This is an optimization exercise on Yosys and OpenROAD, whose aim is small area, a short achievable clock period and few clock cycles per item, not a production implementation.
Function was checked by simulation only, so behaviour that the tests miss may differ from the original.

==> flow/design.v <==
package pps_pkg;
  localparam int NumSlots  = 16;   
  localparam int ValueBits = 16;   
  localparam int NumTest   = 4;    
  localparam int InitSteps = 2;    
endpackage
module pps_cell (
  input  logic [15:0] v_i,
  input  logic [15:0] v3_i,     
  input  logic [15:1] inv_i,
  input  logic [3:0]  sh_i,
  output logic [15:0] q_o,
  output logic        mok_o
);
  logic [15:0] x;
  logic [7:0]  d1, d2, d3;      
  logic [15:0] ra, rb;
  logic [15:0] mask;
  assign x = {inv_i, 1'b1};
  for (genvar j = 0; j < 8; j++) begin : g_dig
    assign d1[j] =  x[2*j] && !x[2*j+1];
    assign d2[j] = !x[2*j] &&  x[2*j+1];
    assign d3[j] =  x[2*j] &&  x[2*j+1];
  end
  logic p1, p2, p3, p4, p5, p6, p7, p8, p9, p10, p11, p12, p13, p14, p15, p16, p17, p18, p19, p20, p21, p22, p23, p24, p25, p26, p27, p28, p29, p30, p31, p32, p33, p34, p35, p36, p37, p38, p39, p40, p41, p42, p43, p44, p45, p46, p47, p48, p49, p50, p51, p52, p53, p54, p55, p56, p57, p58, p59, p60, p61, p62, p63, p64, p65, p66, p67, p68, p69, p70, p71, p72, s73, c74, s75, c76, s77, c78, s79, c80, s81, s82, s83, c84, s85, c86, s87, c88, s89, c90, s91, c92, s93, c94, s95, c96, s97, c98, s99, c100, s101, c102, s103, c104, s105, c106, s107, s108, s109, c110, s111, c112, s113, c114, s115, c116, s117, c118, s119, c120, s121, c122, s123, c124, s125, c126, s127, s128, c129, s130, c131, s132, c133, s134, c135, s136, c137, s138, c139, s140, c141, s142, c143, s144, c145, s146, c147, s148, c149, s150;
  assign p1 = x[1] ? v3_i[0] : v_i[0];
  assign p2 = x[1] ? v3_i[1] : v_i[1];
  assign p3 = x[1] ? v3_i[2] : v_i[2];
  assign p4 = x[1] ? v3_i[3] : v_i[3];
  assign p5 = x[1] ? v3_i[4] : v_i[4];
  assign p6 = x[1] ? v3_i[5] : v_i[5];
  assign p7 = x[1] ? v3_i[6] : v_i[6];
  assign p8 = x[1] ? v3_i[7] : v_i[7];
  assign p9 = x[1] ? v3_i[8] : v_i[8];
  assign p10 = x[1] ? v3_i[9] : v_i[9];
  assign p11 = x[1] ? v3_i[10] : v_i[10];
  assign p12 = x[1] ? v3_i[11] : v_i[11];
  assign p13 = x[1] ? v3_i[12] : v_i[12];
  assign p14 = x[1] ? v3_i[13] : v_i[13];
  assign p15 = x[1] ? v3_i[14] : v_i[14];
  assign p16 = x[1] ? v3_i[15] : v_i[15];
  assign p17 = (d1[1] & v_i[0]) | (d3[1] & v3_i[0]);
  assign p18 = (d1[1] & v_i[1]) | (d2[1] & v_i[0]) | (d3[1] & v3_i[1]);
  assign p19 = (d1[1] & v_i[2]) | (d2[1] & v_i[1]) | (d3[1] & v3_i[2]);
  assign p20 = (d1[1] & v_i[3]) | (d2[1] & v_i[2]) | (d3[1] & v3_i[3]);
  assign p21 = (d1[1] & v_i[4]) | (d2[1] & v_i[3]) | (d3[1] & v3_i[4]);
  assign p22 = (d1[1] & v_i[5]) | (d2[1] & v_i[4]) | (d3[1] & v3_i[5]);
  assign p23 = (d1[1] & v_i[6]) | (d2[1] & v_i[5]) | (d3[1] & v3_i[6]);
  assign p24 = (d1[1] & v_i[7]) | (d2[1] & v_i[6]) | (d3[1] & v3_i[7]);
  assign p25 = (d1[1] & v_i[8]) | (d2[1] & v_i[7]) | (d3[1] & v3_i[8]);
  assign p26 = (d1[1] & v_i[9]) | (d2[1] & v_i[8]) | (d3[1] & v3_i[9]);
  assign p27 = (d1[1] & v_i[10]) | (d2[1] & v_i[9]) | (d3[1] & v3_i[10]);
  assign p28 = (d1[1] & v_i[11]) | (d2[1] & v_i[10]) | (d3[1] & v3_i[11]);
  assign p29 = (d1[1] & v_i[12]) | (d2[1] & v_i[11]) | (d3[1] & v3_i[12]);
  assign p30 = (d1[1] & v_i[13]) | (d2[1] & v_i[12]) | (d3[1] & v3_i[13]);
  assign p31 = (d1[2] & v_i[0]) | (d3[2] & v3_i[0]);
  assign p32 = (d1[2] & v_i[1]) | (d2[2] & v_i[0]) | (d3[2] & v3_i[1]);
  assign p33 = (d1[2] & v_i[2]) | (d2[2] & v_i[1]) | (d3[2] & v3_i[2]);
  assign p34 = (d1[2] & v_i[3]) | (d2[2] & v_i[2]) | (d3[2] & v3_i[3]);
  assign p35 = (d1[2] & v_i[4]) | (d2[2] & v_i[3]) | (d3[2] & v3_i[4]);
  assign p36 = (d1[2] & v_i[5]) | (d2[2] & v_i[4]) | (d3[2] & v3_i[5]);
  assign p37 = (d1[2] & v_i[6]) | (d2[2] & v_i[5]) | (d3[2] & v3_i[6]);
  assign p38 = (d1[2] & v_i[7]) | (d2[2] & v_i[6]) | (d3[2] & v3_i[7]);
  assign p39 = (d1[2] & v_i[8]) | (d2[2] & v_i[7]) | (d3[2] & v3_i[8]);
  assign p40 = (d1[2] & v_i[9]) | (d2[2] & v_i[8]) | (d3[2] & v3_i[9]);
  assign p41 = (d1[2] & v_i[10]) | (d2[2] & v_i[9]) | (d3[2] & v3_i[10]);
  assign p42 = (d1[2] & v_i[11]) | (d2[2] & v_i[10]) | (d3[2] & v3_i[11]);
  assign p43 = (d1[3] & v_i[0]) | (d3[3] & v3_i[0]);
  assign p44 = (d1[3] & v_i[1]) | (d2[3] & v_i[0]) | (d3[3] & v3_i[1]);
  assign p45 = (d1[3] & v_i[2]) | (d2[3] & v_i[1]) | (d3[3] & v3_i[2]);
  assign p46 = (d1[3] & v_i[3]) | (d2[3] & v_i[2]) | (d3[3] & v3_i[3]);
  assign p47 = (d1[3] & v_i[4]) | (d2[3] & v_i[3]) | (d3[3] & v3_i[4]);
  assign p48 = (d1[3] & v_i[5]) | (d2[3] & v_i[4]) | (d3[3] & v3_i[5]);
  assign p49 = (d1[3] & v_i[6]) | (d2[3] & v_i[5]) | (d3[3] & v3_i[6]);
  assign p50 = (d1[3] & v_i[7]) | (d2[3] & v_i[6]) | (d3[3] & v3_i[7]);
  assign p51 = (d1[3] & v_i[8]) | (d2[3] & v_i[7]) | (d3[3] & v3_i[8]);
  assign p52 = (d1[3] & v_i[9]) | (d2[3] & v_i[8]) | (d3[3] & v3_i[9]);
  assign p53 = (d1[4] & v_i[0]) | (d3[4] & v3_i[0]);
  assign p54 = (d1[4] & v_i[1]) | (d2[4] & v_i[0]) | (d3[4] & v3_i[1]);
  assign p55 = (d1[4] & v_i[2]) | (d2[4] & v_i[1]) | (d3[4] & v3_i[2]);
  assign p56 = (d1[4] & v_i[3]) | (d2[4] & v_i[2]) | (d3[4] & v3_i[3]);
  assign p57 = (d1[4] & v_i[4]) | (d2[4] & v_i[3]) | (d3[4] & v3_i[4]);
  assign p58 = (d1[4] & v_i[5]) | (d2[4] & v_i[4]) | (d3[4] & v3_i[5]);
  assign p59 = (d1[4] & v_i[6]) | (d2[4] & v_i[5]) | (d3[4] & v3_i[6]);
  assign p60 = (d1[4] & v_i[7]) | (d2[4] & v_i[6]) | (d3[4] & v3_i[7]);
  assign p61 = (d1[5] & v_i[0]) | (d3[5] & v3_i[0]);
  assign p62 = (d1[5] & v_i[1]) | (d2[5] & v_i[0]) | (d3[5] & v3_i[1]);
  assign p63 = (d1[5] & v_i[2]) | (d2[5] & v_i[1]) | (d3[5] & v3_i[2]);
  assign p64 = (d1[5] & v_i[3]) | (d2[5] & v_i[2]) | (d3[5] & v3_i[3]);
  assign p65 = (d1[5] & v_i[4]) | (d2[5] & v_i[3]) | (d3[5] & v3_i[4]);
  assign p66 = (d1[5] & v_i[5]) | (d2[5] & v_i[4]) | (d3[5] & v3_i[5]);
  assign p67 = (d1[6] & v_i[0]) | (d3[6] & v3_i[0]);
  assign p68 = (d1[6] & v_i[1]) | (d2[6] & v_i[0]) | (d3[6] & v3_i[1]);
  assign p69 = (d1[6] & v_i[2]) | (d2[6] & v_i[1]) | (d3[6] & v3_i[2]);
  assign p70 = (d1[6] & v_i[3]) | (d2[6] & v_i[2]) | (d3[6] & v3_i[3]);
  assign p71 = (d1[7] & v_i[0]) | (d3[7] & v3_i[0]);
  assign p72 = (d1[7] & v_i[1]) | (d2[7] & v_i[0]) | (d3[7] & v3_i[1]);
  assign s73 = p13 ^ p27;
  assign c74 = p13 & p27;
  assign s75 = p14 ^ p28 ^ p40;
  assign c76 = (p14 & p28) | (p14 & p40) | (p28 & p40);
  assign s77 = p15 ^ p29 ^ p41;
  assign c78 = (p15 & p29) | (p15 & p41) | (p29 & p41);
  assign s79 = p51 ^ p59;
  assign c80 = p51 & p59;
  assign s81 = p16 ^ p30 ^ p42;
  assign s82 = p52 ^ p60 ^ p66;
  assign s83 = p9 ^ p23;
  assign c84 = p9 & p23;
  assign s85 = p10 ^ p24 ^ p36;
  assign c86 = (p10 & p24) | (p10 & p36) | (p24 & p36);
  assign s87 = p11 ^ p25 ^ p37;
  assign c88 = (p11 & p25) | (p11 & p37) | (p25 & p37);
  assign s89 = p47 ^ p55;
  assign c90 = p47 & p55;
  assign s91 = p12 ^ p26 ^ p38;
  assign c92 = (p12 & p26) | (p12 & p38) | (p26 & p38);
  assign s93 = p48 ^ p56 ^ p62;
  assign c94 = (p48 & p56) | (p48 & p62) | (p56 & p62);
  assign s95 = s73 ^ p39 ^ p49;
  assign c96 = (s73 & p39) | (s73 & p49) | (p39 & p49);
  assign s97 = p57 ^ p63 ^ p67;
  assign c98 = (p57 & p63) | (p57 & p67) | (p63 & p67);
  assign s99 = s75 ^ p50 ^ p58;
  assign c100 = (s75 & p50) | (s75 & p58) | (p50 & p58);
  assign s101 = p64 ^ p68 ^ c74;
  assign c102 = (p64 & p68) | (p64 & c74) | (p68 & c74);
  assign s103 = s77 ^ s79 ^ p65;
  assign c104 = (s77 & s79) | (s77 & p65) | (s79 & p65);
  assign s105 = p69 ^ p71 ^ c76;
  assign c106 = (p69 & p71) | (p69 & c76) | (p71 & c76);
  assign s107 = s81 ^ s82 ^ p70;
  assign s108 = p72 ^ c78 ^ c80;
  assign s109 = p7 ^ p21;
  assign c110 = p7 & p21;
  assign s111 = p8 ^ p22 ^ p34;
  assign c112 = (p8 & p22) | (p8 & p34) | (p22 & p34);
  assign s113 = s83 ^ p35 ^ p45;
  assign c114 = (s83 & p35) | (s83 & p45) | (p35 & p45);
  assign s115 = s85 ^ p46 ^ p54;
  assign c116 = (s85 & p46) | (s85 & p54) | (p46 & p54);
  assign s117 = s87 ^ s89 ^ p61;
  assign c118 = (s87 & s89) | (s87 & p61) | (s89 & p61);
  assign s119 = s91 ^ s93 ^ c88;
  assign c120 = (s91 & s93) | (s91 & c88) | (s93 & c88);
  assign s121 = s95 ^ s97 ^ c92;
  assign c122 = (s95 & s97) | (s95 & c92) | (s97 & c92);
  assign s123 = s99 ^ s101 ^ c96;
  assign c124 = (s99 & s101) | (s99 & c96) | (s101 & c96);
  assign s125 = s103 ^ s105 ^ c100;
  assign c126 = (s103 & s105) | (s103 & c100) | (s105 & c100);
  assign s127 = s107 ^ s108 ^ c104;
  assign s128 = p5 ^ p19;
  assign c129 = p5 & p19;
  assign s130 = p6 ^ p20 ^ p32;
  assign c131 = (p6 & p20) | (p6 & p32) | (p20 & p32);
  assign s132 = s109 ^ p33 ^ p43;
  assign c133 = (s109 & p33) | (s109 & p43) | (p33 & p43);
  assign s134 = s111 ^ p44 ^ c110;
  assign c135 = (s111 & p44) | (s111 & c110) | (p44 & c110);
  assign s136 = s113 ^ p53 ^ c112;
  assign c137 = (s113 & p53) | (s113 & c112) | (p53 & c112);
  assign s138 = s115 ^ c84 ^ c114;
  assign c139 = (s115 & c84) | (s115 & c114) | (c84 & c114);
  assign s140 = s117 ^ c86 ^ c116;
  assign c141 = (s117 & c86) | (s117 & c116) | (c86 & c116);
  assign s142 = s119 ^ c90 ^ c118;
  assign c143 = (s119 & c90) | (s119 & c118) | (c90 & c118);
  assign s144 = s121 ^ c94 ^ c120;
  assign c145 = (s121 & c94) | (s121 & c120) | (c94 & c120);
  assign s146 = s123 ^ c98 ^ c122;
  assign c147 = (s123 & c98) | (s123 & c122) | (c98 & c122);
  assign s148 = s125 ^ c102 ^ c124;
  assign c149 = (s125 & c102) | (s125 & c124) | (c102 & c124);
  assign s150 = s127 ^ c106 ^ c126;
  assign ra = {s150, s148, s146, s144, s142, s140, s138, s136, s134, s132, s130, s128, p4, p3, p2, p1};
  assign rb = {c149, c147, c145, c143, c141, c139, c137, c135, c133, c131, c129, p31, p18, p17, 1'b0, 1'b0};
  assign q_o   = ra + rb;
  assign mask  = ~(16'hffff << sh_i);
  assign mok_o = (v_i & mask) == 16'h0;
endmodule
module pipelined_prime_sieve (
  input  logic                          clk_i,
  input  logic                          rst_ni,
  input  logic                          in_valid_i,
  output logic                          in_stall_o,
  input  logic [pps_pkg::ValueBits-1:0] in_value_i,
  output logic                          out_valid_o,
  input  logic                          out_stall_i,
  output logic [pps_pkg::ValueBits-1:0] out_prime_value_o,
  output logic                          out_overflow_o
);
  localparam int NS = pps_pkg::NumSlots;
  localparam int T  = pps_pkg::NumTest;
  localparam int G  = NS / T;
  localparam int K  = pps_pkg::InitSteps;
  localparam int NC = (15 + K - 1) / K;    
  localparam int XW = NC * K;              
  localparam int CW = (NC > 1) ? $clog2(NC) : 1;
  localparam bit PreBypass = 1'b1;
  logic [NS-1:0][15:1] inv_q;
  logic [NS-1:0][14:0] lim_q;
  logic [NS-1:0][3:0]  sh_q;
  logic [NS-1:0]       filled_q;    
  logic                pend_q;      
  logic [NS-1:0]       top_slot;    
  assign top_slot = filled_q & ~{1'b0, filled_q[NS-1:1]};
  logic        b_valid_q, p_valid_q, q_valid_q, r_valid_q;
  logic [15:0] b_v_q, p_v_q, p_v3_q, q_v_q, r_v_q, p_nv;
  logic [7:0]  q_q0h_q;           
  logic        q_lel0_q;          
  logic        q_ok0_q;           
  logic        acc, alive_in, q_drop, p_go;
  logic [15:0] p_q0;
  logic        p_mok0;
  assign in_stall_o = b_valid_q;
  assign acc        = in_valid_i && !b_valid_q;
  assign alive_in   = |in_value_i[15:1];
  pps_cell u_pre (
    .v_i   (p_v_q),
    .v3_i  (p_v3_q),
    .inv_i (inv_q[0]),
    .sh_i  (sh_q[0]),
    .q_o   (p_q0),
    .mok_o (p_mok0)
  );
  logic [7:0] lim0h;
  assign lim0h  = {lim_q[0][14] & lim_q[0][13], lim_q[0][14:8]};
  assign q_drop = q_ok0_q &&
      ((q_q0h_q < lim0h) || ((q_q0h_q == lim0h) && q_lel0_q));
  logic         a_valid_q, a_old_q, a_last_q;
  logic [15:0]  a_v_q, a_v3_q;      
  logic [G-1:0] a_goh_q;            
  logic [T-1:0][15:1] a_inv_q;
  logic [T-1:0][14:0] s_lim;         
  logic [T-1:0][3:0]  s_sh;
  logic [T-1:0]       a_fil_q, a_wt_q;
  always_comb begin
    for (int t = 0; t < T; t++) begin
      s_lim[t] = '0;
      s_sh[t]  = '0;
      for (int g = 0; g < G; g++) begin
        if (a_goh_q[g]) begin
          s_lim[t] = s_lim[t] | lim_q[g*T+t];
          s_sh[t]  = s_sh[t]  | sh_q[g*T+t];
        end
      end
    end
  end
  logic [T-1:0][15:0] q_t;
  logic [T-1:0]       mok_t;
  for (genvar t = 0; t < T; t++) begin : g_test
    pps_cell u_cell (
      .v_i   (a_v_q),
      .v3_i  (a_v3_q),
      .inv_i (a_inv_q[t]),
      .sh_i  (s_sh[t]),
      .q_o   (q_t[t]),
      .mok_o (mok_t[t])
    );
  end
  logic         d_valid_q, d_old_q, d_div, d_wt_q, d_last_q;
  logic [T-1:0][7:0]  d_qh_q;       
  logic [T-1:0][7:0]  d_lh_q;       
  logic [T-1:0]       d_lel_q;      
  logic [T-1:0]       d_ok_q;       
  logic [T-1:0]       d_div_t;
  for (genvar t = 0; t < T; t++) begin : g_cmp
    assign d_div_t[t] = d_ok_q[t] &&
        ((d_qh_q[t] < d_lh_q[t]) || ((d_qh_q[t] == d_lh_q[t]) && d_lel_q[t]));
  end
  assign d_div = |d_div_t;
  logic [15:0]  d_v_q;
  logic [G-1:0] d_goh_q;
  logic         st_q;               
  logic         st2_q;              
  logic         pass, surv, drop, depart, keep, adv, store, out_ok;
  logic         n_valid, take;
  logic [15:0]  n_v;
  assign out_ok = !out_valid_q || !out_stall_i;
  assign pass   = d_valid_q && !d_div && !d_wt_q && !st_q && !st2_q;
  assign surv   = pass && d_last_q && d_old_q && out_ok;
  assign drop   = d_valid_q && d_div;
  assign depart = drop || surv;
  assign keep   = d_valid_q && !depart;
  assign adv    = pass && !d_last_q;
  assign store  = surv && !filled_q[NS-1];
  logic q_fwd, e_from_r, e_from_q, e_from_p, r_free, q_free, q_to_r, p_to_q;
  logic [15:0] n_v3;
  assign take     = !keep;           
  assign q_fwd    = q_valid_q && !q_drop;
  assign e_from_r = take && r_valid_q;
  assign e_from_q = take && !r_valid_q && q_fwd;
  assign e_from_p = PreBypass && take && !r_valid_q && !q_fwd && p_valid_q;
  assign r_free   = !r_valid_q || e_from_r;
  assign q_to_r   = q_fwd && !e_from_q && r_free;
  assign q_free   = !q_valid_q || q_drop || e_from_q || q_to_r;
  assign p_to_q   = p_valid_q && !e_from_p && q_free;
  assign p_go     = !p_valid_q || e_from_p || p_to_q;    
  assign n_valid  = r_valid_q || q_fwd || (PreBypass && p_valid_q);
  assign n_v      = r_valid_q ? r_v_q : q_fwd ? q_v_q : p_v_q;
  assign n_v3     = n_v + {n_v[14:0], 1'b0};
  assign p_nv     = b_valid_q ? b_v_q : in_value_i;
  logic [G-1:0] n_goh;
  logic         n_last;
  logic [T-1:0][15:1] n_inv;
  logic [T-1:0]       n_fil, n_wt;
  assign n_goh = !keep ? G'(1) : adv ? {d_goh_q[G-2:0], 1'b0} : d_goh_q;
  always_comb begin
    n_last = 1'b1;
    for (int g = 0; g < G - 1; g++) begin
      if (n_goh[g]) n_last = !filled_q[(g+1)*T];
    end
    for (int t = 0; t < T; t++) begin
      n_inv[t] = '0;
      n_fil[t] = 1'b0;
      n_wt[t]  = 1'b0;
      for (int g = 0; g < G; g++) begin
        if (n_goh[g]) begin
          n_inv[t] = n_inv[t] | inv_q[g*T+t];
          n_fil[t] = n_fil[t] | filled_q[g*T+t];
          n_wt[t]  = n_wt[t]  | (pend_q && top_slot[g*T+t]);
        end
      end
    end
  end
  always_ff @(posedge clk_i or negedge rst_ni) begin
    if (!rst_ni) begin
      b_valid_q <= 1'b0;
      p_valid_q <= 1'b0;
      q_valid_q <= 1'b0;
      r_valid_q <= 1'b0;
      a_valid_q <= 1'b0;
      a_old_q   <= 1'b0;
      a_goh_q   <= G'(1);
      d_valid_q <= 1'b0;
      d_old_q   <= 1'b0;
      st_q      <= 1'b0;
      st2_q     <= 1'b0;
    end else begin
      st_q      <= store;
      st2_q     <= st_q;
      d_valid_q <= a_valid_q;
      d_old_q   <= a_old_q || (d_old_q && depart);
      d_goh_q   <= a_goh_q;
      a_goh_q   <= n_goh;
      if (keep) begin
        a_valid_q <= 1'b1;
        a_old_q   <= d_old_q;
      end else begin
        a_valid_q <= n_valid;
        a_old_q   <= !a_valid_q;
      end
      if (r_free) r_valid_q <= q_to_r;
      if (q_free) q_valid_q <= p_to_q;
      if (p_go) begin
        p_valid_q <= b_valid_q || (acc && alive_in);
        b_valid_q <= 1'b0;
      end else if (acc && alive_in) begin
        b_valid_q <= 1'b1;
      end
    end
  end
  always_ff @(posedge clk_i) begin
    d_v_q    <= a_v_q;
    for (int t = 0; t < T; t++) begin
      d_qh_q[t]  <= q_t[t][15:8];
      d_lh_q[t]  <= {s_lim[t][14] & s_lim[t][13], s_lim[t][14:8]};
      d_lel_q[t] <= q_t[t][7:0] <= s_lim[t][7:0];
    end
    d_ok_q   <= a_fil_q & ~a_wt_q & mok_t;
    d_wt_q   <= |(a_fil_q & a_wt_q);
    d_last_q <= a_last_q;
    a_last_q <= n_last;
    a_inv_q  <= n_inv;
    a_fil_q  <= n_fil;
    a_wt_q   <= n_wt;
    if (keep) begin
      a_v_q  <= d_v_q;
      a_v3_q <= d_v_q + {d_v_q[14:0], 1'b0};
    end else begin
      a_v_q  <= n_v;
      a_v3_q <= n_v3;
    end
    if (r_free) begin
      r_v_q  <= q_v_q;
    end
    if (q_free) begin
      q_v_q   <= p_v_q;
      q_q0h_q  <= p_q0[15:8];
      q_lel0_q <= p_q0[7:0] <= lim_q[0][7:0];
      q_ok0_q <= filled_q[0] && !(pend_q && top_slot[0]) && p_mok0;
    end
    if (p_go) begin
      p_v_q  <= p_nv;
      p_v3_q <= p_nv + {p_nv[14:0], 1'b0};
    end
    if (acc) b_v_q <= in_value_i;
  end
  logic        out_valid_q;
  logic [15:0] out_value_q;
  logic        out_ovf_q;
  always_ff @(posedge clk_i or negedge rst_ni) begin
    if (!rst_ni) begin
      out_valid_q <= 1'b0;
    end else if (surv) begin
      out_valid_q <= 1'b1;
    end else if (!out_stall_i) begin
      out_valid_q <= 1'b0;
    end
  end
  always_ff @(posedge clk_i) begin
    if (out_ok) begin
      out_value_q <= d_v_q;
      out_ovf_q   <= filled_q[NS-1];
    end
  end
  assign out_valid_o       = out_valid_q;
  assign out_prime_value_o = out_value_q;
  assign out_overflow_o    = out_ovf_q;
  logic          i_norm_q, i_calc_q, i_done_q, i_sync_q;
  logic [15:0]   i_m_q;
  logic [3:0]    i_s_q;
  logic [15:0]   i_e_q;
  logic [17:0]   i_r_q;     
  logic [XW-1:0] i_x_q, i_l_q;
  logic [CW-1:0] i_c_q;
  logic          odep_q;     
  logic          o_valid, i_free, i_last;
  logic          ld_spec, ld_st, ld, wr_fin;
  logic [15:0]   o_v, ld_v;
  logic [15:0]   e_n;
  logic [17:0]   r_n;
  logic [K-1:0]  xb, lb;
  logic [XW-1:0] x_fin, l_fin;
  logic [14:0]   w_inv, w_lim;
  assign o_valid = (d_valid_q && d_old_q) || (a_valid_q && a_old_q);
  assign o_v     = (d_valid_q && d_old_q) ? d_v_q : a_v_q;
  assign i_last  = i_calc_q && (i_c_q == CW'(NC - 1));
  assign wr_fin  = pend_q && (i_done_q || i_last);
  assign i_free  = !pend_q || wr_fin;
  assign ld_st   = st_q && !i_sync_q;
  assign ld_spec = !ld_st && i_free && o_valid && (odep_q || !i_sync_q);
  assign ld      = ld_spec || ld_st;
  assign ld_v    = ld_st ? out_value_q : o_v;
  always_comb begin
    logic [16:0] es;
    e_n = i_e_q;
    r_n = i_r_q;
    for (int k = 0; k < K; k++) begin
      xb[k] = e_n[0];
      es    = {1'b0, e_n} + (e_n[0] ? {1'b0, i_m_q} : 17'h0);
      e_n   = es[16:1];
      if (!r_n[17]) r_n = {r_n[16:0], 1'b1} - {2'b0, i_m_q};
      else          r_n = {r_n[16:0], 1'b1} + {2'b0, i_m_q};
      lb[K-1-k] = !r_n[17];
    end
  end
  assign x_fin = {xb, i_x_q[XW-1:K]};
  assign l_fin = {i_l_q[XW-K-1:0], lb};
  assign w_inv = i_last ? x_fin[14:0] : i_x_q[14:0];
  assign w_lim = i_last ? l_fin[XW-1 -: 15] : i_l_q[XW-1 -: 15];
  always_ff @(posedge clk_i or negedge rst_ni) begin
    if (!rst_ni) begin
      i_norm_q <= 1'b0;
      i_calc_q <= 1'b0;
      i_done_q <= 1'b0;
      i_sync_q <= 1'b0;
      odep_q   <= 1'b0;
      pend_q   <= 1'b0;
      filled_q <= '0;
    end else begin
      odep_q <= depart && d_old_q;
      if (store) begin
        pend_q   <= 1'b1;
        filled_q <= {filled_q[NS-2:0], 1'b1};
      end else if (wr_fin) begin
        pend_q   <= 1'b0;
      end
      if (ld) begin
        i_sync_q <= ld_spec;
        i_norm_q <= !ld_v[0];
        i_calc_q <= ld_v[0];
        i_done_q <= 1'b0;
      end else begin
        if (odep_q) i_sync_q <= 1'b0;
        if (i_norm_q && i_m_q[1]) begin
          i_norm_q <= 1'b0;
          i_calc_q <= 1'b1;
        end
        if (i_last) begin
          i_calc_q <= 1'b0;
          i_done_q <= 1'b1;
        end
      end
    end
  end
  always_ff @(posedge clk_i) begin
    if (ld) begin
      i_m_q <= ld_v;
      i_s_q <= '0;
      i_e_q <= {1'b0, ld_v[15:1]};
      i_r_q <= 18'd1;
      i_c_q <= '0;
    end else if (i_norm_q) begin
      i_m_q <= {1'b0, i_m_q[15:1]};
      i_s_q <= i_s_q + 4'd1;
      i_e_q <= {2'b0, i_m_q[15:2]};
    end else if (i_calc_q) begin
      i_e_q <= e_n;
      i_r_q <= r_n;
      i_c_q <= i_c_q + CW'(1);
      i_x_q <= x_fin;
      i_l_q <= l_fin;
    end
  end
  for (genvar k = 0; k < NS; k++) begin : g_slot
    always_ff @(posedge clk_i) begin
      if (wr_fin && top_slot[k]) begin
        inv_q[k] <= w_inv;
        lim_q[k] <= w_lim;
        sh_q[k]  <= i_s_q;
      end
    end
  end
endmodule
==> flow/run.sh <==
#!/bin/bash
# synth_recipe.tcl (not shown) runs the flow's synth.tcl, then flattens the netlist and writes it again
# the make line also repeats each setting of config.mk as NAME=value (left out here)
make -C /OpenROAD-flow-scripts/flow DESIGN_CONFIG=/design/flow/config.mk WORK_HOME=/design/flow/orfs CLKGATE_MAP_FILE= SYNTH_SCRIPT=/design/flow/synth_recipe.tcl finish
==> flow/config.mk <==
export PLATFORM = sky130hd
export DESIGN_NAME = pipelined_prime_sieve
export DESIGN_NICKNAME = pipelined_prime_sieve
export VERILOG_FILES = /design/flow/design.v
export SDC_FILE = /design/flow/constraint.sdc
export NUM_CORES = 4
export LEC_CHECK = 0
export CAP_MARGIN = 20
export CORE_MARGIN = 2
export CORE_UTILIZATION = 40
export SETUP_SLACK_MARGIN = 2.5
export SLEW_MARGIN = 20
export TNS_END_PERCENT = 5
==> flow/constraint.sdc <==
create_clock -name core_clock -period 7.0 [get_ports {clk_i}]
set_input_delay 1.4000 -clock core_clock [delete_from_list [all_inputs] [get_ports {clk_i}]]
set_output_delay 1.4000 -clock core_clock [all_outputs]
set_load 0.01 [all_outputs]
==> insert_results.sql, run 1 <==
INSERT INTO impl_metrics (metric_group, metric, value, unit) VALUES
('outcome', 'run_status', 'timing/DRC/antenna clean', ''),
('sta', 'max_slew.worst_pin.slew', '1.03', 'ns'),
('sta', 'finalHoldViolations', '0', ''),
('setup_path', 'worst-path-max-fanout', '12', ''),
('min_path', 'hold_path.class', 'reg -> reg', ''),
('routing', 'postRouteAntennaNets', '0', ''),
('job', 'max-cap-violations', '0', ''),
('setup_path', 'setup.reg_to_reg.worst_slack', '2.53', 'ns'),
('final_layout', 'fraction_of_layout_instances_using_a_drive_strength_above_1', '16.5', '%'),
('setup_path', 'worst_path_dominant_cell_family', 'adder cells', ''),
('setup_path', 'crit_arrival', '5.08', 'ns'),
('setup_path', 'worst_r2r_path_depth', '15', ''),
('sta', 'report.final.slew_viol_count', '0', ''),
('final_layout', 'fin_nets', '5154', ''),
('global_route', 'grt_overflow', '0', ''),
('final_layout', 'n_antenna_cell', '0', ''),
('setup_path', 'crit_path_max_incr_delay', '0.74', 'ns'),
('sta', 'skew', '0.0921', 'ns'),
('logic_synthesis', 'postSynthCellCount', '4699', ''),
('logic_synthesis', 'syn_nets', '5193', ''),
('sta', 'timing.final.crit_share', '63.9', '%'),
('routing', 'postRouteWirelength', '158000', 'microns'),
('setup_path', 'worstReg2RegEnd', 'd_qh_q[15]', ''),
('final_layout', 'syn2layout_area_growth', '11.6', '%'),
('clock_network', 'path_clk_slew', '0.06', 'ns'),
('logic_synthesis', 'syn-mean-instance-area', '11.7', 'sq um'),
('routing', 'route.detailed.wl_per_inst', '24.2', 'microns'),
('clock_network', 'tritoncts', 'built', ''),
('floorplanning', 'initial_core_util', '40.2', '%'),
('min_path', 'hold_start', 'a_last_q', ''),
('setup_path', 'worstSetupPathType', 'reg -> reg', ''),
('setup_path', 'most_used_cell_along_the_critical_path', 'sky130_fd_sc_hd__fa_1', ''),
('floorplanning', 'core', '0.137', 'sq mm'),
('setup_path', 'worstPathBufferInverterCount', '3', ''),
('clock_network', 'clock_path_buffers', '3', ''),
('floorplanning', 'chipWidth', '375', 'microns'),
('logic_synthesis', 'synth-edff-count', '717', ''),
('clock_network', 'clock_tree.root_cell', 'sky130_fd_sc_hd__clkbuf_16', ''),
('logic_synthesis', 'syn-cell-area', '0.0550', 'sq mm'),
('sta', 'finalSetupTns', '0', 'ns'),
('sta', 'maxSlewHeadroom', '31.1', '%'),
('logic_synthesis', 'synthDistinctLibCells', '93', ''),
('clock_network', 'clock_sinks', '970', ''),
('place', 'place.detailed.hpwl', '105000', 'microns'),
('setup_path', 'worstPathCellList', 'buf_4 > mux2_2 > a22o_1 > fa_1 > inv_1 > fa_1 > inv_1 > fa_1 > ha_1 > and3_1 > a21oi_1 > o21ai_0 > o41ai_2 > o21ai_0 > xnor2_1', ''),
('setup_path', 'cp-startpoint', 'a_v3_q[7]', ''),
('routing', 'drt_first_iter_violations', '3731', ''),
('logic_synthesis', 'async_flop_share', '3.81', '%'),
('logic_synthesis', 'yosys_synthesis_warning_count', '1', ''),
('logic_synthesis', 'dominant_register_cell_in_the_synthesized_netlist', 'sky130_fd_sc_hd__edfxtp_1', ''),
('final_layout', 'final_core_utilization', '44.8', '%'),
('sta', 'finalCriticalPeriod', '4.47', 'ns'),
('routing', 'drt_drc_violations_left', '0', ''),
('setup_path', 'worst_setup_path_start_kind', 'register', ''),
('sta', 'fmax', '0.224', 'GHz'),
('setup_path', 'path_depth', '15', ''),
('global_route', 'maximum_number_of_pins_on_one_net_before_global_route_repair', '63', ''),
('global_route', 'grt_pass1_vias', '37200', ''),
('setup_path', 'critPathCaptureType', 'register', ''),
('sta', 'timing.final.setup_violations', '0', ''),
('logic_synthesis', 'ys_seq_area_share', '48.7', '%'),
('clock_network', 'insertion_delay', '0.77', 'ns'),
('global_route', 'wire_length_of_the_first_global_routing_pass', '238000', 'microns'),
('floorplanning', 'number_of_top_level_pins', '39', ''),
('final_layout', 'filler_cell_count', '12400', ''),
('sta', 'grt_setup_unrepaired', 'true', ''),
('routing', 'drt_pass_1_iters', '9', ''),
('global_route', 'globalRouteTotalUtil', '22.2', '%'),
('routing', 'via_per_inst', '5.78', ''),
('floorplanning', 'placementRows', '136', '');
==> routing by layer <==
metal / global-route usage [%] / vias to the layer above / share of wire [%]
li1: - / 17300 / -
met1: 30.7 / 18900 / 44
met2: 35.9 / 1335 / 46
met3: 2.91 / 260 / 6.3
met4: 7.95 / 0 / 3.4
met5: 0 / - / 0
==> cells in the final DEF (no fill, tap or decap), drive strengths merged, types with 134 or more instances in the layout <==
master / synthesis / layout
edfxtp: 717 / 717
clkbuf: 243 / 134
a22o: 199 / 199
mux2: 352 / 352
fa: 163 / 163
ha: 311 / 311
dfxtp: 216 / 216
nor2: 174 / 174
a21oi: 208 / 208
o21ai: 199 / 199
nand2: 346 / 346
xnor2: 155 / 155
inv: 269 / 274
a22oi: 163 / 163
==> synthesized netlist by cell type (42+ instances only) <==
master | number | area, sq um
sky130_fd_sc_hd__xor2_1 | 58 | 508
sky130_fd_sc_hd__and2_1 | 66 | 413
sky130_fd_sc_hd__mux2i_1 | 49 | 490
sky130_fd_sc_hd__dfxtp_1 | 216 | 4320
sky130_fd_sc_hd__nand3_1 | 76 | 380
sky130_fd_sc_hd__mux2_2 | 351 | 3950
sky130_fd_sc_hd__a222oi_1 | 63 | 631
sky130_fd_sc_hd__nor3_1 | 44 | 220
sky130_fd_sc_hd__nand2b_1 | 42 | 263
sky130_fd_sc_hd__xnor2_1 | 155 | 1360
sky130_fd_sc_hd__inv_1 | 267 | 1000
sky130_fd_sc_hd__a21oi_1 | 206 | 1030
sky130_fd_sc_hd__fa_1 | 163 | 3260
sky130_fd_sc_hd__nor2_1 | 173 | 649
sky130_fd_sc_hd__edfxtp_1 | 717 | 21500
sky130_fd_sc_hd__clkbuf_1 | 243 | 912
sky130_fd_sc_hd__nor2b_1 | 82 | 513
sky130_fd_sc_hd__a21o_1 | 52 | 390
sky130_fd_sc_hd__nand2_1 | 346 | 1300
sky130_fd_sc_hd__o21ai_0 | 188 | 941
sky130_fd_sc_hd__ha_1 | 311 | 3890
sky130_fd_sc_hd__a22o_1 | 199 | 1740
sky130_fd_sc_hd__a22oi_1 | 163 | 1220
==> state kept, by name, summed over array words and instances (netlist names), 18 cells and up <==
signal   count
inv_q      240
lim_q      240
d_lh_q      32
a_inv_q     60
d_qh_q      32
i_r_q       18
sh_q        64
==> kinds of logic (layout without fill, tap and decap cells) <==
logic type,Yosys count,count (layout),share of synthesized area (%)
flip-flops,970,970,48.7
AO/OA/AOI/OAI,1132,1132,14.6
multiplexers,401,401,8.10
buffers and inverters,573,622,3.98
adder cells (fa/ha/maj),478,478,13.1
AND/OR/NAND/NOR,932,932,8.14
XOR/XNOR,213,213,3.39
==> area by class of cell <==
type | instances | area [sq um] | area share, %
repair buffers | 162 | 1360 | 2.21
multi-input cells | 3156 | 26500 | 43.2
well taps | 1794 | 2240 | 3.66
inverters | 269 | 1010 | 1.65
clock inverters | 57 | 636 | 1.04
flip-flops and latches | 970 | 26800 | 43.7
clock buffers | 134 | 2770 | 4.51
==> stage by stage <==
stage	area (sq um)	std cells	setup slack (ns)	hold WS [ns]
2_1_floorplan	55000	4699	2.57	0.310
3_3_place_gp	57300	6309	2.01	0.313
3_5_place_dp	57300	6309	1.97	0.317
4_1_cts	61000	6520	2.41	0.331
5_1_grt	61400	6542	2.31	0.341
6_report	61400	6542	2.53	0.330
==> worst min-delay path by stage <==
stage | end | cells after the start
5_1_grt | d_last_q | 0
3_3_place_gp | d_last_q | 0
3_5_place_dp | d_last_q | 0
2_1_floorplan | d_last_q | 0
4_1_cts | d_last_q | 0
6_report | d_last_q | 0
==> repair_timing <==
item | CTS | global route
endpoints found under the setup margin | 61 | 81
hold buffers | 0 | 0
buffers inserted | 20 | 21
pin swaps | 2 | 32
gates resized for setup | 49 | 69
hold endpoints to repair | 0 | 0
Testbench counts, summed over its fixed seeds: cycles 4,157, items 3,080.
==> inputs of run 2 (changes only) <==
--- a/flow/config.mk
+++ b/flow/config.mk
@@ -10,4 +10,3 @@
 export CORE_UTILIZATION = 40
 export SETUP_SLACK_MARGIN = 2.5
 export SLEW_MARGIN = 20
-export TNS_END_PERCENT = 5
==> insert_results.sql, run 2 <==
INSERT INTO impl_metrics (metric_group, metric, value, unit) VALUES
('outcome', 'run_status', 'timing/DRC/antenna clean', ''),
('logic_synthesis', 'postSynthCellCount', '4699', ''),
('sta', 'grt_setup_unrepaired', 'true', ''),
('routing', 'postRouteAntennaNets', '0', ''),
('final_layout', 'sequential_standard_cell_area', '0.0269', 'sq mm'),
('logic_synthesis', 'yosys_synthesis_warning_count', '1', ''),
('global_route', 'antenna_found_initial', '2', ''),
('global_route', 'grt_overflow', '0', ''),
('logic_synthesis', 'synthDistinctLibCells', '93', ''),
('clock_network', 'clock_path_buffers', '3', ''),
('final_layout', 'filler_cell_count', '12400', ''),
('setup_path', 'worstSetupPathType', 'reg -> reg', ''),
('final_layout', 'reg.largest.list', 'inv_q: 240 flops, lim_q: 240 flops, sh_q: 64 flops', ''),
('floorplanning', 'initial_core_util', '40.2', '%'),
('logic_synthesis', 'yosysMostFrequentCell', 'sky130_fd_sc_hd__edfxtp_1', ''),
('floorplanning', 'placementRows', '136', ''),
('routing', 'drt_first_iter_violations', '3733', ''),
('final_layout', 'fraction_of_layout_instances_using_a_drive_strength_above_1', '17.8', '%'),
('final_layout', 'final_core_utilization', '45.2', '%'),
('logic_synthesis', 'compound_gate_fraction_of_synth_area', '14.6', '%'),
('job', 'max-cap-violations', '0', ''),
('routing', 'postRouteWirelength', '159000', 'microns'),
('min_path', 'hold_start', 'a_last_q', ''),
('min_path', 'hold_path.class', 'reg -> reg', ''),
('logic_synthesis', 'post_synth_main_area_contributors', 'sky130_fd_sc_hd__edfxtp_1 (39%), sky130_fd_sc_hd__dfxtp_1 (7.9%), sky130_fd_sc_hd__mux2_2 (7.2%), sky130_fd_sc_hd__ha_1 (7.1%), sky130_fd_sc_hd__fa_1 (5.9%)', ''),
('logic_synthesis', 'syn_nets', '5193', ''),
('sta', 'skew', '0.0885', 'ns'),
('final_layout', 'fin_nets', '5182', ''),
('place', 'globalplace.congestion', '0.896', ''),
('logic_synthesis', 'synthAdderAreaFrac', '13.1', '%'),
('final_layout', 'finalInstanceArea', '0.0619', 'sq mm'),
('clock_network', 'cts_max_level', '3', ''),
('final_layout', 'n_antenna_cell', '0', ''),
('sta', 'maxSlewHeadroom', '28.6', '%'),
('floorplanning', 'die_height', '375', 'microns'),
('routing', 'route.detailed.wl_per_inst', '24.2', 'microns'),
('place', 'portBuffers', '38', ''),
('clock_network', 'tritoncts.num_buffers', '101', ''),
('logic_synthesis', 'synth.largest_area_cell', 'sky130_fd_sc_hd__edfxtp_1', ''),
('clock_network', 'insertion_delay', '0.77', 'ns'),
('place', 'place.detailed.hpwl', '105000', 'microns'),
('sta', 'fmax', '0.228', 'GHz'),
('setup_path', 'setup.reg_to_reg.worst_slack', '2.62', 'ns'),
('logic_synthesis', 'largest_family_of_logic_cells_by_synthesized_area', 'compound AO/OA/AOI/OAI gates', ''),
('routing', 'drt_drc_violations_left', '0', ''),
('sta', 'finalCriticalPeriod', '4.38', 'ns'),
('logic_synthesis', 'synth-xor-area-share', '3.39', '%'),
('logic_synthesis', 'async_flop_share', '3.81', '%'),
('global_route', 'wire_length_of_the_first_global_routing_pass', '238000', 'microns'),
('sta', 'finalHoldViolations', '0', ''),
('logic_synthesis', 'syn-cell-area', '0.0550', 'sq mm'),
('setup_path', 'worst_r2r_path_depth', '14', ''),
('logic_synthesis', 'ys_seq_area_share', '48.7', '%'),
('sta', 'report.final.slew_viol_count', '0', ''),
('min_path', 'hold_crit_endpoint', 'd_last_q', ''),
('logic_synthesis', 'yosysTopAreaCellShare', '39.1', '%'),
('logic_synthesis', 'yosys-mux-area-fraction', '8.10', '%'),
('floorplanning', 'chipWidth', '375', 'microns'),
('logic_synthesis', 'synth-edff-count', '717', ''),
('sta', 'timing.final.crit_share', '62.6', '%'),
('setup_path', 'crit_arrival', '4.83', 'ns'),
('setup_path', 'worst_setup_path_start_kind', 'register', ''),
('min_path', 'hold_path_depth', '0', ''),
('setup_path', 'worstPathRequired', '7.45', 'ns'),
('global_route', 'maximum_number_of_pins_on_one_net_before_global_route_repair', '63', ''),
('clock_network', 'path_clk_slew', '0.06', 'ns'),
('setup_path', 'cp-startpoint', 'p_v_q[7]', ''),
('sta', 'timing.final.setup_violations', '0', ''),
('setup_path', 'critPathCaptureType', 'register', ''),
('clock_network', 'clock_tree.root_cell', 'sky130_fd_sc_hd__clkbuf_16', ''),
('global_route', 'grt_pass1_vias', '37300', ''),
('place', 'placed_cell_area', '0.0573', 'sq mm'),
('clock_network', 'clock_sinks', '970', ''),
('sta', 'finalSetupTns', '0', 'ns'),
('logic_synthesis', 'synth.top_cells.by_count', 'sky130_fd_sc_hd__edfxtp_1 (717), sky130_fd_sc_hd__mux2_2 (351), sky130_fd_sc_hd__nand2_1 (346), sky130_fd_sc_hd__ha_1 (311), sky130_fd_sc_hd__inv_1 (267)', ''),
('routing', 'drt_pass_1_iters', '8', ''),
('final_layout', 'most_common_cell_after_layout_fill_and_taps_aside', 'sky130_fd_sc_hd__edfxtp_1', ''),
('setup_path', 'rr_startpoint', 'p_v_q[7]', ''),
('floorplanning', 'design.die.area', '0.141', 'sq mm'),
('logic_synthesis', 'syn-mean-instance-area', '11.7', 'sq um'),
('clock_network', 'tritoncts', 'built', ''),
('routing', 'via_per_inst', '5.77', ''),
('logic_synthesis', 'yosys.area_share.simple', '8.14', '%'),
('routing', 'via_count', '37900', ''),
('floorplanning', 'core', '0.137', 'sq mm'),
('setup_path', 'worstReg2RegEnd', 'q_q0h_q[7]', ''),
('final_layout', 'syn2layout_area_growth', '12.5', '%'),
('logic_synthesis', 'ys_ff_latch', '970', ''),
('final_layout', 'area_of_the_multi_input_gates', '0.0268', 'sq mm'),
('sta', 'max_slew.worst_pin.slew', '1.07', 'ns'),
('final_layout', 'most_used_cells_in_the_layout_excluding_fill_and_tap_cells', 'sky130_fd_sc_hd__edfxtp_1 (717), sky130_fd_sc_hd__mux2_2 (351), sky130_fd_sc_hd__nand2_1 (344)', ''),
('setup_path', 'worst-path-max-fanout', '11', ''),
('floorplanning', 'number_of_top_level_pins', '39', ''),
('global_route', 'globalRouteTotalUtil', '22.3', '%'),
('logic_synthesis', 'dominant_register_cell_in_the_synthesized_netlist', 'sky130_fd_sc_hd__edfxtp_1', '');
-- run 2: cell types whose count changed in the layout (fill, tap and decap cells not counted), moves of 6 or more --
cell | before | now
sky130_fd_sc_hd__buf_4 | 117 | 132
sky130_fd_sc_hd__o21ai_0 | 172 | 161
sky130_fd_sc_hd__dfxtp_1 | 189 | 179
sky130_fd_sc_hd__buf_6 | 4 | 13
sky130_fd_sc_hd__ha_1 | 302 | 294
sky130_fd_sc_hd__ha_4 | 1 | 9
sky130_fd_sc_hd__o21ai_1 | 16 | 24
sky130_fd_sc_hd__dfxtp_4 | 2 | 8
-- run 2: timing repair --
item | CTS | global route
hold buffers | 0 | 0
buffers inserted | 23 | 45
pin swaps | 7 | 53
cloned | 0 | 1
endpoints found under the setup margin | 61 | 38
gates resized for setup | 67 | 128
-- run 2: metal layers --
layer	GRT usage (%)	wire, microns
met5	0	0
met4	7.92	5310
met3	2.93	9420
met2	35.9	73400
met1	30.7	70900
-- run 2: cells by family after synthesis --
group                    after synthesis
buffers and inverters                573
AND/OR/NAND/NOR                      932
multiplexers                         401
XOR/XNOR                             213
flip-flops                           970
AO/OA/AOI/OAI                       1132
adder cells (fa/ha/maj)              478
-- run 2: per-stage QoR --
| stage | hold slack, ns | cells | setup slack (ns) |
|---|---|---|---|
| after global placement | 0.313 | 6309 | 2.01 |
| after floorplan | 0.310 | 4699 | 2.57 |
| after CTS | 0.331 | 6523 | 2.41 |
| after global routing | 0.341 | 6570 | 2.42 |
| final | 0.329 | 6570 | 2.62 |
| after detailed placement | 0.317 | 6309 | 1.97 |
-- run 2: critical path, cell delays in order (launching register included) --
cell	delay, ns
sky130_fd_sc_hd__edfxtp_1	0.62
sky130_fd_sc_hd__mux2_2	0.37
sky130_fd_sc_hd__a22o_1	0.20
sky130_fd_sc_hd__fa_1	0.50
sky130_fd_sc_hd__inv_1	0.06
sky130_fd_sc_hd__fa_1	0.48
sky130_fd_sc_hd__inv_1	0.05
sky130_fd_sc_hd__fa_1	0.44
sky130_fd_sc_hd__ha_1	0.36
sky130_fd_sc_hd__and3_1	0.18
sky130_fd_sc_hd__a21oi_1	0.11
sky130_fd_sc_hd__o21ai_1	0.11
sky130_fd_sc_hd__o41ai_2	0.36
sky130_fd_sc_hd__o21ai_1	0.14
sky130_fd_sc_hd__xnor2_1	0.13
-- run 2: layout make-up --
| type | count | share of cell area (%) |
|---|---|---|
| Clock inverter | 57 | 1.03 |
| Inverter | 269 | 1.63 |
| Multi-Input combinational cell | 3156 | 43.2 |
| Sequential cell | 970 | 43.4 |
| Timing Repair Buffer | 190 | 2.65 |
| Tap cell | 1794 | 3.63 |
| Clock buffer | 134 | 4.48 |
-- run 2: worst max-delay path by stage --
stage	endpoint	cells after the start	slack, ns
final	q_q0h_q[7]	14	2.62
after global routing	i_e_q[14]	21	2.42
after CTS	d_qh_q[31]	14	2.41
after detailed placement	d_qh_q[31]	14	1.97
after global placement	d_qh_q[31]	14	2.01
after floorplan	a_v3_q[15]	25	2.57
==> inputs of run 3 (changes only) <==
--- a/flow/config.mk
+++ b/flow/config.mk
@@ -8,5 +8,6 @@
 export CAP_MARGIN = 20
 export CORE_MARGIN = 2
 export CORE_UTILIZATION = 40
+export CTS_BUF_LIST = sky130_fd_sc_hd__clkbuf_4
 export SETUP_SLACK_MARGIN = 2.5
 export SLEW_MARGIN = 20
==> insert_results.sql, run 3 <==
INSERT INTO impl_metrics (metric_group, metric, value, unit) VALUES
('outcome', 'run_status', 'timing/DRC/antenna clean', ''),
('clock_network', 'tritoncts.num_buffers', '239', ''),
('sta', 'finalCriticalPeriod', '4.38', 'ns'),
('logic_synthesis', 'yosysTopAreaCellShare', '39.1', '%'),
('final_layout', 'finalInstanceArea', '0.0618', 'sq mm'),
('sta', 'finalSetupTns', '0', 'ns'),
('final_layout', 'syn2layout_area_growth', '12.3', '%'),
('setup_path', 'worst-path-max-fanout', '6', ''),
('sta', 'max_slew.worst_pin.slew', '1.05', 'ns'),
('logic_synthesis', 'synth.largest_area_cell', 'sky130_fd_sc_hd__edfxtp_1', ''),
('logic_synthesis', 'ys_ff_latch', '970', ''),
('global_route', 'grt_pass1_vias', '38700', ''),
('global_route', 'wire_length_of_the_first_global_routing_pass', '241000', 'microns'),
('place', 'dp_worst_setup_slack', '1.97', 'ns'),
('logic_synthesis', 'yosys_synthesis_warning_count', '1', ''),
('sta', 'fin_ws', '2.62', 'ns'),
('sta', 'timing.final.crit_share', '62.5', '%'),
('routing', 'postRouteAntennaNets', '0', ''),
('sta', 'skew', '0.100', 'ns'),
('routing', 'route.detailed.wl_per_inst', '23.4', 'microns'),
('routing', 'drt_drc_violations_left', '0', ''),
('clock_network', 'insertion_delay', '1.25', 'ns'),
('sta', 'fmax', '0.228', 'GHz'),
('floorplanning', 'die_height', '375', 'microns'),
('sta', 'timing.final.setup_violations', '0', ''),
('logic_synthesis', 'syn-mean-instance-area', '11.7', 'sq um'),
('place', 'globalplace.congestion', '0.896', ''),
('floorplanning', 'design.die.area', '0.141', 'sq mm'),
('setup_path', 'most_used_cell_along_the_critical_path', 'sky130_fd_sc_hd__fa_1', ''),
('place', 'place.detailed.hpwl', '105000', 'microns'),
('logic_synthesis', 'post_synth_main_area_contributors', 'sky130_fd_sc_hd__edfxtp_1 (39%), sky130_fd_sc_hd__dfxtp_1 (7.9%), sky130_fd_sc_hd__mux2_2 (7.2%), sky130_fd_sc_hd__ha_1 (7.1%), sky130_fd_sc_hd__fa_1 (5.9%)', '');
run 3: cell counts after synthesis:
No cell type changed its count.
run 3: final timing paths:
| path | end | depth (start not counted) |
|---|---|---|
| setup / recovery | q_q0h_q[6] | 14 |
| hold / removal | out_valid_q | 2 |
| setup reg to reg | q_q0h_q[6] | 14 |
| hold reg to reg | d_last_q | 0 |
| max in group asynchronous | a_goh_q[1] | 2 |
| min in group core_clock | d_last_q | 0 |
run 3: metrics by stage:
step / instances / utilization, %
finish: 6842 / 45.1
global route: 6842 / 45.1
CTS: 6793 / 44.5
detailed placement: 6309 / 41.8
global placement: 6309 / 41.8
floorplan: 4699 / -
run 3: cells by family after synthesis:
family                     share of synthesized area (%)
muxes                                               8.10
and+or+nand+nor                                     8.14
xor gates and xnor gates                            3.39
AOI/OAI and AO/OA                                   14.6
DFF                                                 48.7
buffers and inverters                               3.98
adders and majority gates                           13.1
run 3: what timing repair did:
item | CTS | global route
endpoints found under the setup margin | 61 | 34
setup buffers | 27 | 44
pin swaps | 6 | 50
gates cloned | 0 | 1
resized for setup | 62 | 120
run 3: final cells by class:
cell class / count / area, sq um
fill: 12600 / 75200
sequential: 970 / 26900
multi-input combinational: 3156 / 26700
clock buffer: 352 / 2640
tap: 1794 / 2240
timing repair buffer: 193 / 1640
inverter: 269 / 1010
clock inverter: 105 / 676
antenna: 3 / 7.51
run 3: metal layers:
metal	wire length [microns]	up-vias	GRT usage (%)
met5	13	-	0
met4	5600	2	9.04
met3	10400	295	3.40
met2	74400	1428	36.4
met1	69700	19400	30.3
li1	-	17900	-

-- afterwards: timing with drivers on the ports --
No port has a modelled driver above. Below, the same layouts with a new extraction and two added sets of constraints. Step 1 sets driving cells, clkbuf_16 on the clock port and buf_2 on the other inputs (assumed; they add their load-dependent delay and slew). Step 2 also shifts input and output timing later by t, the mid clock arrival at the registers, as if the neighbouring blocks saw the same clock. Three values: ideal, step 1, step 2; two values: the first two.
run | t (ns) | setup WS [ns] | worst setup path after step 2 | worst data-port slew with drivers (ns)
run 1 | 0.798 | 2.526 / 2.526 / 2.029 | input to register | 0.03
run 2 | 0.799 | 2.620 / 2.620 / 2.094 | input to register | 0.03
run 3 | 1.267 | 2.623 / 2.623 / 2.033 | input to register | 0.03
After both steps every run listed still meets setup and hold. The setup slack of run 3, which loses most, moves by 0.000 ns with the drivers and by -0.590 ns with both steps.
